Context: an optimization exercise on an open-source flow, tuned for small area. The choices shown serve that exercise and are no tape-out recipe.
Function was checked by simulation only, so behaviour that the tests miss may differ from the original.
Power and IR drop assume default switching activity.

==> job 5371: inputs <==
==> flow/design.v <==
module regfile_sb_cell #(
    parameter int XLEN = 32
) (
    input  logic            clk,
    input  logic            resetn,
    input  logic            we,
    input  logic [XLEN-1:0] wdata,
    input  logic            set_p,
    input  logic            clr_p,
    output logic [XLEN-1:0] q,
    output logic            pend,
    output logic            pend_nxt
);
    assign pend_nxt = set_p | (pend & ~clr_p);
    always_ff @(posedge clk or negedge resetn) begin
        if (!resetn) begin
            q    <= '0;
            pend <= 1'b0;
        end else begin
            if (we) q <= wdata;
            pend <= pend_nxt;
        end
    end
endmodule
module regfile_sb #(
    parameter  int XLEN = 32,
    parameter  int NREG = 32,
    localparam int AW   = $clog2(NREG)
) (
    input  logic            clk,
    input  logic            resetn,
    input  logic [AW-1:0]   rs1,
    input  logic [AW-1:0]   rs2,
    output logic [XLEN-1:0] read_data1,
    output logic [XLEN-1:0] read_data2,
    output logic            busy1,
    output logic            busy2,
    input  logic            wr0_en,
    input  logic [AW-1:0]   wr0_addr,
    input  logic [XLEN-1:0] wr0_data,
    input  logic            wr1_en,
    input  logic [AW-1:0]   wr1_addr,
    input  logic [XLEN-1:0] wr1_data,
    input  logic            issue_en,
    input  logic [AW-1:0]   issue_rd,
    output logic            any_pending
);
    logic [NREG-1:0][XLEN-1:0] regs;
    logic [NREG-1:0]           hit0, hit1;
    logic [NREG-1:0]           pend, pend_nxt;
    for (genvar i = 0; i < NREG; i++) begin : g_reg
        if (i == 0) begin : g_zero
            assign regs[i]     = '0;
            assign hit0[i]     = 1'b0;
            assign hit1[i]     = 1'b0;
            assign pend[i]     = 1'b0;
            assign pend_nxt[i] = 1'b0;
        end else begin : g_cell
            localparam logic [AW-1:0] IDX = AW'(i);
            assign hit0[i] = wr0_en && (wr0_addr == IDX);
            assign hit1[i] = wr1_en && (wr1_addr == IDX);
            regfile_sb_cell #(.XLEN(XLEN)) u_cell (
                .clk      (clk),
                .resetn   (resetn),
                .we       (hit0[i] | hit1[i]),
                .wdata    (hit1[i] ? wr1_data : wr0_data),
                .set_p    (issue_en && (issue_rd == IDX)),
                .clr_p    (hit0[i] | hit1[i]),
                .q        (regs[i]),
                .pend     (pend[i]),
                .pend_nxt (pend_nxt[i])
            );
        end
    end
    always_comb begin
        read_data1 = hit1[rs1] ? wr1_data : (hit0[rs1] ? wr0_data : regs[rs1]);
        read_data2 = hit1[rs2] ? wr1_data : (hit0[rs2] ? wr0_data : regs[rs2]);
        busy1      = pend[rs1] & ~hit0[rs1] & ~hit1[rs1];
        busy2      = pend[rs2] & ~hit0[rs2] & ~hit1[rs2];
    end
    always_ff @(posedge clk or negedge resetn) begin
        if (!resetn) any_pending <= 1'b0;
        else         any_pending <= |pend_nxt;
    end
endmodule
==> flow/run.sh <==
#!/bin/bash
# synth_recipe.tcl (not shown) runs the flow's synth.tcl, then flattens the netlist and writes it again
# the make line also repeats each setting of config.mk as NAME=value (left out here)
make -C /OpenROAD-flow-scripts/flow DESIGN_CONFIG=/design/flow/config.mk WORK_HOME=/design/flow/orfs CLKGATE_MAP_FILE= SYNTH_SCRIPT=/design/flow/synth_recipe.tcl finish
==> flow/config.mk <==
export PLATFORM = sky130hd
export DESIGN_NAME = regfile_sb
export DESIGN_NICKNAME = regfile_sb
export VERILOG_FILES = /design/flow/design.v
export SDC_FILE = /design/flow/constraint.sdc
export NUM_CORES = 4
export LEC_CHECK = 0
export CAP_MARGIN = 20
export CORE_MARGIN = 2
export CORE_UTILIZATION = 30
export SLEW_MARGIN = 20
==> flow/constraint.sdc <==
create_clock -name core_clock -period 7.0 [get_ports {clk}]
set_input_delay 1.4000 -clock core_clock [delete_from_list [all_inputs] [get_ports {clk}]]
set_output_delay 1.4000 -clock core_clock [all_outputs]
set_load 0.01 [all_outputs]
==> job 2397 (differences from job 5371) <==
==> flow/design.v (replaced) <==
module regfile_sb_aoi222 (
    input  logic a1, a2, b1, b2, c1, c2,
    output logic y
);
    assign y = ~((a1 & a2) | (b1 & b2) | (c1 & c2));
endmodule
module regfile_sb_oai22 (
    input  logic a1, a2, b1, b2,
    output logic y
);
    assign y = ~((a1 | a2) & (b1 | b2));
endmodule
module regfile_sb_inv (
    input  logic a,
    output logic y
);
    assign y = ~a;
endmodule
module regfile_sb_nor2 (
    input  logic a, b,
    output logic y
);
    assign y = ~(a | b);
endmodule
module regfile_sb_or16 (
    input  logic [15:0] a,
    output logic        y
);
    assign y = |a;
endmodule
module regfile_sb_rdbit (
    input  logic [30:0] sel_n,
    input  logic [30:0] data_n,
    output logic        y
);
    logic [15:0] t;
    for (genvar j = 0; j < 15; j++) begin : g_t
        regfile_sb_oai22 u_oai (
            .a1(sel_n[2*j]),   .a2(data_n[2*j]),
            .b1(sel_n[2*j+1]), .b2(data_n[2*j+1]),
            .y (t[j])
        );
    end
    regfile_sb_nor2 u_last (.a(sel_n[30]), .b(data_n[30]), .y(t[15]));
    regfile_sb_or16 u_o (.a(t), .y(y));
endmodule
module regfile_sb #(
    parameter  int XLEN = 32,
    parameter  int NREG = 32,
    localparam int AW   = $clog2(NREG)
) (
    input  logic            clk,
    input  logic            resetn,
    input  logic [AW-1:0]   rs1,
    input  logic [AW-1:0]   rs2,
    output logic [XLEN-1:0] read_data1,
    output logic [XLEN-1:0] read_data2,
    output logic            busy1,
    output logic            busy2,
    input  logic            wr0_en,
    input  logic [AW-1:0]   wr0_addr,
    input  logic [XLEN-1:0] wr0_data,
    input  logic            wr1_en,
    input  logic [AW-1:0]   wr1_addr,
    input  logic [XLEN-1:0] wr1_data,
    input  logic            issue_en,
    input  logic [AW-1:0]   issue_rd,
    output logic            any_pending
);
    logic [NREG-1:1][XLEN-1:0] regs_n, val, nxt_n;
    logic [NREG-1:1]           hit0, hit1, sel1, sel0, hold, iss;
    logic [NREG-1:1]           valid, pend, pend_nxt, rdok;
    for (genvar i = 1; i < NREG; i++) begin : g_reg
        localparam logic [AW-1:0] IDX = AW'(i);
        assign hit0[i] = wr0_en && (wr0_addr == IDX);
        assign hit1[i] = wr1_en && (wr1_addr == IDX);
        assign iss[i]  = issue_en && (issue_rd == IDX);
        assign sel1[i] = hit1[i];
        assign sel0[i] = hit0[i] & ~hit1[i];
        assign hold[i] = ~(hit0[i] | hit1[i]);
        assign pend_nxt[i] = iss[i] | (pend[i] & hold[i]);
        assign rdok[i] = valid[i] | ~hold[i];
        for (genvar b = 0; b < XLEN; b++) begin : g_bit
            regfile_sb_inv u_inv (.a(regs_n[i][b]), .y(val[i][b]));
            regfile_sb_aoi222 u_wr (
                .a1(sel1[i]), .a2(wr1_data[b]),
                .b1(sel0[i]), .b2(wr0_data[b]),
                .c1(hold[i]), .c2(val[i][b]),
                .y (nxt_n[i][b])
            );
        end
        always_ff @(posedge clk)
            regs_n[i] <= nxt_n[i];
        always_ff @(posedge clk or negedge resetn) begin
            if (!resetn) begin
                valid[i] <= 1'b0;
                pend[i]  <= 1'b0;
            end else begin
                valid[i] <= rdok[i];
                pend[i]  <= pend_nxt[i];
            end
        end
    end
    always_ff @(posedge clk or negedge resetn) begin
        if (!resetn) any_pending <= 1'b0;
        else         any_pending <= |pend_nxt;
    end
    logic [AW-1:0]   rs    [2];
    logic [XLEN-1:0] rdata [2];
    logic [1:0]      busy;
    assign rs[0] = rs1;
    assign rs[1] = rs2;
    for (genvar k = 0; k < 2; k++) begin : g_rd
        logic [NREG-1:1] dec;
        logic [30:0]     sel_n;
        for (genvar i = 1; i < NREG; i++) begin : g_dec
            assign dec[i]     = (rs[k] == AW'(i));
            assign sel_n[i-1] = ~(dec[i] & rdok[i]);
        end
        for (genvar b = 0; b < XLEN; b++) begin : g_bit
            logic [30:0] data_n;
            for (genvar i = 1; i < NREG; i++) begin : g_d
                assign data_n[i-1] = nxt_n[i][b];
            end
            regfile_sb_rdbit u_rd (.sel_n(sel_n), .data_n(data_n), .y(rdata[k][b]));
        end
        assign busy[k] = |(dec & pend & hold);
    end
    assign read_data1 = rdata[0];
    assign read_data2 = rdata[1];
    assign busy1      = busy[0];
    assign busy2      = busy[1];
endmodule
==> flow/flow/run.sh (new file) <==
#!/bin/bash
set -o pipefail
cp standard.sh standard_sh.txt
export BUFFER_PORTS_ARGS="-buffer_cell sky130_fd_sc_hd__buf_2"
export CTS_ARGS="-sink_clustering_enable -repair_clock_nets -dont_use_dummy_load -buf_list sky130_fd_sc_hd__clkbuf_8 -sink_clustering_size 20 -sink_clustering_max_diameter 50"
bash standard.sh > standard.log 2>&1
==> flow/standard.sh (new file) <==
#!/bin/bash
# synth_recipe.tcl (not shown) runs the flow's synth.tcl, then flattens the netlist and writes it again
# the make line also repeats each setting of config.mk as NAME=value (left out here)
make -C /OpenROAD-flow-scripts/flow DESIGN_CONFIG=/design/flow/config.mk WORK_HOME=/design/flow/orfs CLKGATE_MAP_FILE= SYNTH_SCRIPT=/design/flow/synth_recipe.tcl "${@:-finish}"
Settings changed: CAP_MARGIN 20 to 0, CORE_UTILIZATION 30 to 28, PLACE_DENSITY from default to 0.32, SLEW_MARGIN 20 to 0, SYNTH_HIERARCHICAL from default to 1, SYNTH_MINIMUM_KEEP_SIZE from default to 0.
removed: flow/run.sh
==> run notes <==
	job 5371	job 2397
Status	no timing/DRC/antenna violations	complete, but fails checks
Violated checks	-	setup timing
Depth of the worst register-to-register path	4	5
Crit Reg-Reg Startpoint	g_reg[12].g_cell.u_cell.pend	pend[21]
Biggest cell delay along the critical path	730 ps	700 ps
Total power	20600 uW	16900 uW
Fmax	146 MHz	142 MHz
Skew final	15.5 ps	42.1 ps
Net switching power figure	6560 uW	5680 uW
Clock root buffer	clkbuf_16	clkbuf_8
Num tapcells	2854	2189
Finished Cell Area	74000 um^2	57200 um^2
Final setup fails	0	1
Inverters	8	996
Floorplan die area	222000 um^2	169000 um^2


==> inputs of lagoon <==
regfile_sb, a different RTL version from the one above (not shown whole).
==> flow/config.mk <==
export PLATFORM = sky130hd
export DESIGN_NAME = regfile_sb
export DESIGN_NICKNAME = regfile_sb
export VERILOG_FILES = /design/flow/design.v
export SDC_FILE = /design/flow/constraint.sdc
export NUM_CORES = 4
export LEC_CHECK = 0
export CAP_MARGIN = 5
export CORE_MARGIN = 2
export CORE_UTILIZATION = 32
export PLACE_DENSITY = 0.36
export SLEW_MARGIN = 5
export SYNTH_HIERARCHICAL = 1
export SYNTH_MINIMUM_KEEP_SIZE = 0
==> flow/constraint.sdc <==
create_clock -name core_clock -period 7.0 [get_ports {clk}]
set_input_delay 1.4000 -clock core_clock [delete_from_list [all_inputs] [get_ports {clk}]]
set_output_delay 1.4000 -clock core_clock [all_outputs]
set_load 0.01 [all_outputs]
standard.sh (not shown) runs the stock make flow with config.mk's settings and CLKGATE_MAP_FILE= SYNTH_SCRIPT=/design/flow/synth_recipe.tcl, a recipe that flattens the netlist after the stock synthesis.
==> flow/flow/run.sh <==
#!/bin/bash
set -o pipefail
cp standard.sh standard_sh.txt
export BUFFER_PORTS_ARGS="-buffer_cell sky130_fd_sc_hd__buf_2"
export CTS_ARGS="-sink_clustering_enable -repair_clock_nets -dont_use_dummy_load -buf_list sky130_fd_sc_hd__clkbuf_8 -sink_clustering_size 20 -sink_clustering_max_diameter 50"
bash standard.sh > standard.log 2>&1
==> delta (differences from lagoon) <==
Settings changed: CAP_MARGIN 5 to 0, CORE_UTILIZATION 32 to 28, PLACE_DENSITY 0.36 to 0.32, SLEW_MARGIN 5 to 0.
==> comparison table <==
Number of tapcells: delta 2204; lagoon 1917
Global routing met3 resource utilization: delta 8.62%; lagoon 10.4%
Result of the run: delta no timing/DRC/antenna violations; lagoon finished with violations
Reasons for failing layout checks: delta -; lagoon setup timing
Reported clock group power: delta 4510 uW; lagoon 4330 uW
Average detailed-routed wire length per instance: delta 45.8 um; lagoon 45.1 um
DP Worst Slack: delta 0.242 ns; lagoon 0.189 ns
Total of clock buffers placed in the layout: delta 158; lagoon 150
Number of placement rows: delta 150; lagoon 140
Fraction of the cycle the final worst path needs: delta 98.1%; lagoon 100%
Proportion of total power due to net switching: delta 33.9%; lagoon 33.6%
Placeable core region: delta 167000 um2; lagoon 146000 um2
Switching Power: delta 5650 uW; lagoon 5530 uW
Starting Density: delta 28.1%; lagoon 32.2%
Violation count after the first detailed-route iteration: delta 16500; lagoon 16000
Vias per cell: delta 7.38; lagoon 7.67
Number of nets in the layout: delta 5195; lagoon 5173
Met2 Routed Length: delta 142 mm; lagoon 135 mm
Relative slew slack: delta 12.0%; lagoon 15.5%
Reported leakage power: delta 0.0252 uW; lagoon 0.0251 uW
Internal power: delta 11000 uW; lagoon 10900 uW
Worst-path maximum fanout: delta 30; lagoon 14
Layout cells sized above 1: delta 16.0%; lagoon 15.7%

what the ideal ports hide:
In the flow no input, the clock included, has a driving cell. The finished layouts below were timed again as built, in two steps.
Step 1 (the two cells are an assumption about what drives the block):
set clk [get_ports {clk}]
set_driving_cell -lib_cell sky130_fd_sc_hd__clkbuf_16 $clk
set_driving_cell -lib_cell sky130_fd_sc_hd__buf_2 [delete_from_list [all_inputs] $clk]
Step 2 moves the port delays by t, midway between the first and last clock arrival at a register: inputs arrive t later, outputs are due t later. That takes back most of the time a late clock gives input paths.
Three values: no drivers, after step 1, after step 2; two values: the first two.
run	t, ns	setup WS [ns]	worst hold slack (ns)	worst setup path after step 2	latest minus earliest clock arrival (ns)
job 5371	0.847	0.159 / 0.099 / 0.099	0.554 / 0.554 / 0.554	input to output	0.024 / 0.024
job 2397	1.022	-0.051 / -0.163 / -0.163	0.490 / 0.490 / 0.490	input to output	0.086 / 0.085
lagoon	0.939	-0.031 / -0.061 / -0.061	0.473 / 0.473 / 0.473	input to output	0.102 / 0.101
delta	1.008	0.133 / 0.111 / 0.111	0.473 / 0.473 / 0.473	input to output	0.109 / 0.109
For job 2397, which loses most, drivers alone change the setup slack by -0.112 ns; drivers and shift together by -0.112 ns.
